What follows belongs to an exercise in optimizing a design on an open flow for small area, a short achievable clock period and few clock cycles per item; a production flow would make more cautious choices.

## polygon_convexity_check
module polygon_convexity_check #(
  parameter int COORD_WIDTH = 16
) (
  input  logic                          clk,
  input  logic                          rst,
  input  logic                          vertex_valid,
  output logic                          vertex_ready,
  input  logic signed [COORD_WIDTH-1:0] vertex_x,
  input  logic signed [COORD_WIDTH-1:0] vertex_y,
  input  logic                          last_vertex,
  output logic                          result_valid,
  input  logic                          result_ready,
  output logic                          is_convex,
  output logic                          too_few
);
  localparam int DW     = COORD_WIDTH + 1;
  localparam int QDEPTH = 5;
  logic [COORD_WIDTH-1:0] prev_x, prev_y;      
  logic [COORD_WIDTH-1:0] first_x, first_y;    
  logic [DW-1:0]          e0_x, e0_y;          
  logic [1:0]             seen;                
  logic                   close1, close2;      
  logic                   few1, few2;          
  logic [53:0]   a_enc;         
  logic [53:0]   a_enc_next;
  logic [DW-1:0] a_src_x, a_src_y;
  logic [DW-1:0] b_x, b_y;
  logic          xv, xfirst, xend, xfew;
  logic          yv, yfirst, yend, yfew;
  logic          wv, wfirst, wend, wfew;
  logic          zv, zfirst, zend, zfew, zpos;
  logic          pos;
  logic          seen_pos, seen_neg;
  logic [QDEPTH-1:0] qv, qc, qf;
  logic [2:0] outstanding;
  logic              ready_q;
  logic          fire, pop, load, push, push_c, push_f;
  logic [DW-1:0] sub_x, sub_y, e_x, e_y;
  assign vertex_ready = ready_q;
  assign fire         = vertex_valid && ready_q && !rst;
  assign pop          = qv[0] && result_ready;
  assign sub_x = close1 ? {first_x[COORD_WIDTH-1], first_x} : {vertex_x[COORD_WIDTH-1], vertex_x};
  assign sub_y = close1 ? {first_y[COORD_WIDTH-1], first_y} : {vertex_y[COORD_WIDTH-1], vertex_y};
  assign e_x   = {prev_x[COORD_WIDTH-1], prev_x} - sub_x;
  assign e_y   = {prev_y[COORD_WIDTH-1], prev_y} - sub_y;
  assign a_src_x = (fire && seen == 2'd2) ? e0_x : b_x;
  assign a_src_y = (fire && seen == 2'd2) ? e0_y : b_y;
  pcc_booth_enc u_enc (
    .x   (a_src_x),
    .y   (a_src_y),
    .enc (a_enc_next)
  );
  assign load = (fire && seen[1]) || close1 || close2;
  always_ff @(posedge clk) begin
    if (rst) begin
  ...
Size: ~2600 cells after synthesis, ~450 flip-flops, about 41 I/O pins, ~28000 µm² of cells after synthesis.
==> module polygon_convexity_check, before the edit <==
module polygon_convexity_check #(
  parameter int COORD_WIDTH = 16
) (
  input  logic                          clk,
  input  logic                          rst,
  input  logic                          vertex_valid,
  output logic                          vertex_ready,
  input  logic signed [COORD_WIDTH-1:0] vertex_x,
  input  logic signed [COORD_WIDTH-1:0] vertex_y,
  input  logic                          last_vertex,
  output logic                          result_valid,
  input  logic                          result_ready,
  output logic                          is_convex,
  output logic                          too_few
);
  localparam int DW     = COORD_WIDTH + 1;
  localparam int QDEPTH = 5;
  logic [COORD_WIDTH-1:0] prev_x, prev_y;      
  logic [COORD_WIDTH-1:0] first_x, first_y;    
  logic [DW-1:0]          e0_x, e0_y;          
  logic [1:0]             seen;                
  logic                   close1, close2;      
  logic                   few1, few2;          
  logic [53:0]   a_enc;         
  logic [53:0]   a_enc_next;
  logic [DW-1:0] a_src_x, a_src_y;
  logic [DW-1:0] b_x, b_y;
  logic          xv, xfirst, xend, xfew;
  logic          yv, yfirst, yend, yfew;
  logic          wv, wfirst, wend, wfew;
  logic          zv, zfirst, zend, zfew, zpos;
  logic          pos;
  logic          seen_pos, seen_neg;
  logic [QDEPTH-1:0] qv, qc, qf;
  logic [2:0] outstanding;
  logic              ready_q;
  logic          fire, pop, load, push, push_c, push_f;
  logic [DW-1:0] sub_x, sub_y, e_x, e_y;
  assign vertex_ready = ready_q;
  assign fire         = vertex_valid && ready_q && !rst;
  assign pop          = qv[0] && result_ready;
  assign sub_x = close1 ? {first_x[COORD_WIDTH-1], first_x} : {vertex_x[COORD_WIDTH-1], vertex_x};
  assign sub_y = close1 ? {first_y[COORD_WIDTH-1], first_y} : {vertex_y[COORD_WIDTH-1], vertex_y};
  assign e_x   = {prev_x[COORD_WIDTH-1], prev_x} - sub_x;
  assign e_y   = {prev_y[COORD_WIDTH-1], prev_y} - sub_y;
  assign a_src_x = (fire && seen == 2'd2) ? e0_x : b_x;
  assign a_src_y = (fire && seen == 2'd2) ? e0_y : b_y;
  pcc_booth_enc u_enc (
    .x   (a_src_x),
    .y   (a_src_y),
    .enc (a_enc_next)
  );
  assign load = (fire && seen[1]) || close1 || close2;
  always_ff @(posedge clk) begin
    if (rst) begin
      seen   <= 2'd0;
      close1 <= 1'b0;
      close2 <= 1'b0;
      few1   <= 1'b0;
      few2   <= 1'b0;
    end else begin
      if (fire) begin
        if (last_vertex)     seen <= 2'd0;
        else if (seen != 3)  seen <= seen + 2'd1;
      end
      close1 <= fire && last_vertex && seen[1];
      close2 <= close1;
      few1   <= fire && last_vertex && !seen[1];
      few2   <= few1;
    end
    if (fire) begin
      prev_x <= vertex_x;
      prev_y <= vertex_y;
    end
    if (fire && seen == 2'd0) begin
      first_x <= vertex_x;
      first_y <= vertex_y;
    end
    if (fire && seen == 2'd1) begin
      e0_x <= e_x;
      e0_y <= e_y;
    end
    if (load) begin
      a_enc <= a_enc_next;
      b_x <= close2 ? e0_x : e_x;
      b_y <= close2 ? e0_y : e_y;
    end
  end
  always_ff @(posedge clk) begin
    if (rst) begin
      xv <= 1'b0; xfew <= 1'b0;
      yv <= 1'b0; yfew <= 1'b0;
      wv <= 1'b0; wfew <= 1'b0;
      zv <= 1'b0; zfew <= 1'b0;
    end else begin
      xv <= load;  xfew <= few2;
      yv <= xv;    yfew <= xfew;
      wv <= yv;    wfew <= yfew;
      zv <= wv;    zfew <= wfew;
    end
    xfirst <= fire && seen == 2'd2;
    xend   <= close2;
    yfirst <= xfirst;
    yend   <= xend;
    wfirst <= yfirst;
    wend   <= yend;
    zfirst <= wfirst;
    zend   <= wend;
    zpos   <= pos;
  end
  pcc_cross u_cross (
    .clk (clk),
    .aenc(a_enc),
    .bx  (b_x),
    .by  (b_y),
    .pos (pos)
  );
  logic sp_next, sn_next;
  assign sp_next = (seen_pos && !zfirst) || zpos;
  assign sn_next = (seen_neg && !zfirst) || !zpos;
  always_ff @(posedge clk) begin
    if (zv) begin
      seen_pos <= sp_next;
      seen_neg <= sn_next;
    end
  end
  assign push   = (zv && zend) || zfew;
  assign push_c = !zfew && !(sp_next && sn_next);
  assign push_f = zfew;
  logic [QDEPTH-1:0] q_wr, q_shv, q_shc, q_shf;
  logic [2:0] outstanding_next;
  always_comb begin
    for (int i = 0; i < QDEPTH; i++) begin
      q_shv[i] = pop ? ((i + 1 < QDEPTH) ? qv[i+1] : 1'b0) : qv[i];
      q_shc[i] = pop ? ((i + 1 < QDEPTH) ? qc[i+1] : 1'b0) : qc[i];
      q_shf[i] = pop ? ((i + 1 < QDEPTH) ? qf[i+1] : 1'b0) : qf[i];
    end
    for (int i = 0; i < QDEPTH; i++) begin
      q_wr[i] = push && !q_shv[i] && ((i == 0) || q_shv[i-1]);
    end
    outstanding_next = outstanding + (fire && last_vertex) - pop;
  end
  always_ff @(posedge clk) begin
    if (rst) begin
      qv          <= '0;
      outstanding <= '0;
      ready_q     <= 1'b1;
    end else begin
      qv          <= q_shv | q_wr;
      outstanding <= outstanding_next;
      ready_q     <= outstanding_next < QDEPTH;
    end
    for (int i = 0; i < QDEPTH; i++) begin
      qc[i] <= q_wr[i] ? push_c : q_shc[i];
      qf[i] <= q_wr[i] ? push_f : q_shf[i];
    end
  end
  assign result_valid = qv[0];
  assign is_convex    = qc[0];
  assign too_few      = qf[0];
endmodule
clock: 7.5 ns
lec_check: 0
abc_area: 1
cap_margin: 20
core_margin: 2
core_utilization: 40
cts_cluster_diameter: 80
cts_cluster_size: 30
place_density: 0.6
setup_slack_margin: 4.6
slew_margin: 20
standard.sh (not shown) runs the stock make flow with config.mk's settings and CLKGATE_MAP_FILE= SYNTH_SCRIPT=/design/flow/synth_recipe.tcl, a recipe that flattens the netlist after the stock synthesis.
==> flow/flow/run.sh <==
#!/bin/bash
# Layout flow: the standard flow (standard.sh) unchanged except for one step in
# synthesis. Before Yosys's fine-grained synthesis runs ABC, the adder trees of the RTL
# (plain XOR / majority gates) are mapped to full- and half-adder cells, so ABC cannot
# restructure them first; extracting them afterwards leaves inverters between the adder
# cells. Everything else, including the registers, is the standard synthesis.
set -euo pipefail
HERE=$(pwd)
FL=$HERE/flow

# synthesis script: ORFS's synth.tcl with the early adder extraction inserted
python3 - "$FLOW_HOME/scripts/synth.tcl" "$HERE/synth_fa.tcl" <<'PYEOF'
import sys
src = open(sys.argv[1]).read()
anchor = """if {
  [env_var_exists_and_non_empty SYNTH_WRAPPED_OPERATORS] ||
  [env_var_exists_and_non_empty SWAP_ARITH_OPERATORS]
} {
  source $::env(SCRIPTS_DIR)/synth_wrap_operators.tcl
} else {"""
early = """# early full-adder extraction (this flow's only change to synthesis)
opt -fast -full
memory_map
opt -full
techmap -map +/techmap.v -map $::env(FLOW_HOME)/platforms/common/lcu_kogge_stone.v
opt -fast
extract_fa {*}[dont_use_extract_fa_args]
techmap -map $::env(ADDER_MAP_FILE)
opt -fast

"""
assert src.count(anchor) == 1, "synth.tcl anchor not found"
open(sys.argv[2], "w").write(src.replace(anchor, early + anchor))
PYEOF
# The standard flow's synthesis wrapper, sourcing the script above instead of synth.tcl
sed "s|\$::env(SCRIPTS_DIR)/synth.tcl|$HERE/synth_fa.tcl|" synth_recipe.tcl > synth_recipe_fa.tcl
grep -q "synth_fa.tcl" synth_recipe_fa.tcl
# standard.sh with that synthesis wrapper, for the synth target only
sed "s|SYNTH_SCRIPT=[^ ]*|SYNTH_SCRIPT=$HERE/synth_recipe_fa.tcl|" standard.sh > standard_fa.sh
grep -q "synth_recipe_fa.tcl" standard_fa.sh

bash standard_fa.sh synth > synth.log 2>&1
bash standard.sh finish > finish.log 2>&1
Change:
--- a/flow/design.v
+++ b/flow/design.v
@@ -27,7 +27,7 @@
   output logic                          too_few
 );
   localparam int DW     = COORD_WIDTH + 1;
-  localparam int QDEPTH = 5;
+  localparam int QDEPTH = 4;
   logic [COORD_WIDTH-1:0] prev_x, prev_y;      
   logic [COORD_WIDTH-1:0] first_x, first_y;    
   logic [DW-1:0]          e0_x, e0_y;          
@@ -41,7 +41,6 @@
   logic          xv, xfirst, xend, xfew;
   logic          yv, yfirst, yend, yfew;
   logic          wv, wfirst, wend, wfew;
-  logic          zv, zfirst, zend, zfew, zpos;
   logic          pos;
   logic          seen_pos, seen_neg;
   logic [QDEPTH-1:0] qv, qc, qf;
@@ -93,8 +92,8 @@
       e0_x <= e_x;
       e0_y <= e_y;
     end
+    a_enc <= a_enc_next;
     if (load) begin
-      a_enc <= a_enc_next;
       b_x <= close2 ? e0_x : e_x;
       b_y <= close2 ? e0_y : e_y;
     end
@@ -104,12 +103,10 @@
       xv <= 1'b0; xfew <= 1'b0;
       yv <= 1'b0; yfew <= 1'b0;
       wv <= 1'b0; wfew <= 1'b0;
-      zv <= 1'b0; zfew <= 1'b0;
     end else begin
       xv <= load;  xfew <= few2;
       yv <= xv;    yfew <= xfew;
       wv <= yv;    wfew <= yfew;
-      zv <= wv;    zfew <= wfew;
     end
     xfirst <= fire && seen == 2'd2;
     xend   <= close2;
@@ -117,9 +114,6 @@
     yend   <= xend;
     wfirst <= yfirst;
     wend   <= yend;
-    zfirst <= wfirst;
-    zend   <= wend;
-    zpos   <= pos;
   end
   pcc_cross u_cross (
     .clk (clk),
@@ -129,17 +123,17 @@
     .pos (pos)
   );
   logic sp_next, sn_next;
-  assign sp_next = (seen_pos && !zfirst) || zpos;
-  assign sn_next = (seen_neg && !zfirst) || !zpos;
+  assign sp_next = (seen_pos && !wfirst) || pos;
+  assign sn_next = (seen_neg && !wfirst) || !pos;
   always_ff @(posedge clk) begin
-    if (zv) begin
+    if (wv) begin
       seen_pos <= sp_next;
       seen_neg <= sn_next;
     end
   end
-  assign push   = (zv && zend) || zfew;
-  assign push_c = !zfew && !(sp_next && sn_next);
-  assign push_f = zfew;
+  assign push   = (wv && wend) || wfew;
+  assign push_c = !wfew && !(sp_next && sn_next);
+  assign push_f = wfew;
   logic [QDEPTH-1:0] q_wr, q_shv, q_shc, q_shf;
   logic [2:0] outstanding_next;
   always_comb begin
What happened: Setup slack barely changes; core utilization came out lower by 1.2 points; maximum frequency stays flat; flip-flop and latch count came out lower by 8; clock skew barely changes.
No functional check of the RTL was part of any run of this note.

-- port drivers added, routing unchanged --
In the flow no input, the clock included, has a driving cell. The finished layouts below were timed again as built, in two steps.
Step 1: set_driving_cell puts a clkbuf_16 on clk and a buf_2 on each other input, an assumption about the parent block.
Step 2 also shifts input and output timing later by t, the mid clock arrival at the registers, as if the neighbouring blocks saw the same clock.
Three values: no drivers, after step 1, after step 2; two values: the first two.
run	t, ns	setup WS [ns]	worst setup path after step 2	pins driven straight from the clock port
the first run	0.661	4.584 / 4.584 / 3.964	input to register	1
the second run	0.665	4.585 / 4.585 / 3.970	input to register	1
After both steps every run listed still meets setup and hold. For the first run, which loses most, drivers alone change the setup slack by 0.000 ns; drivers and shift together by -0.620 ns.
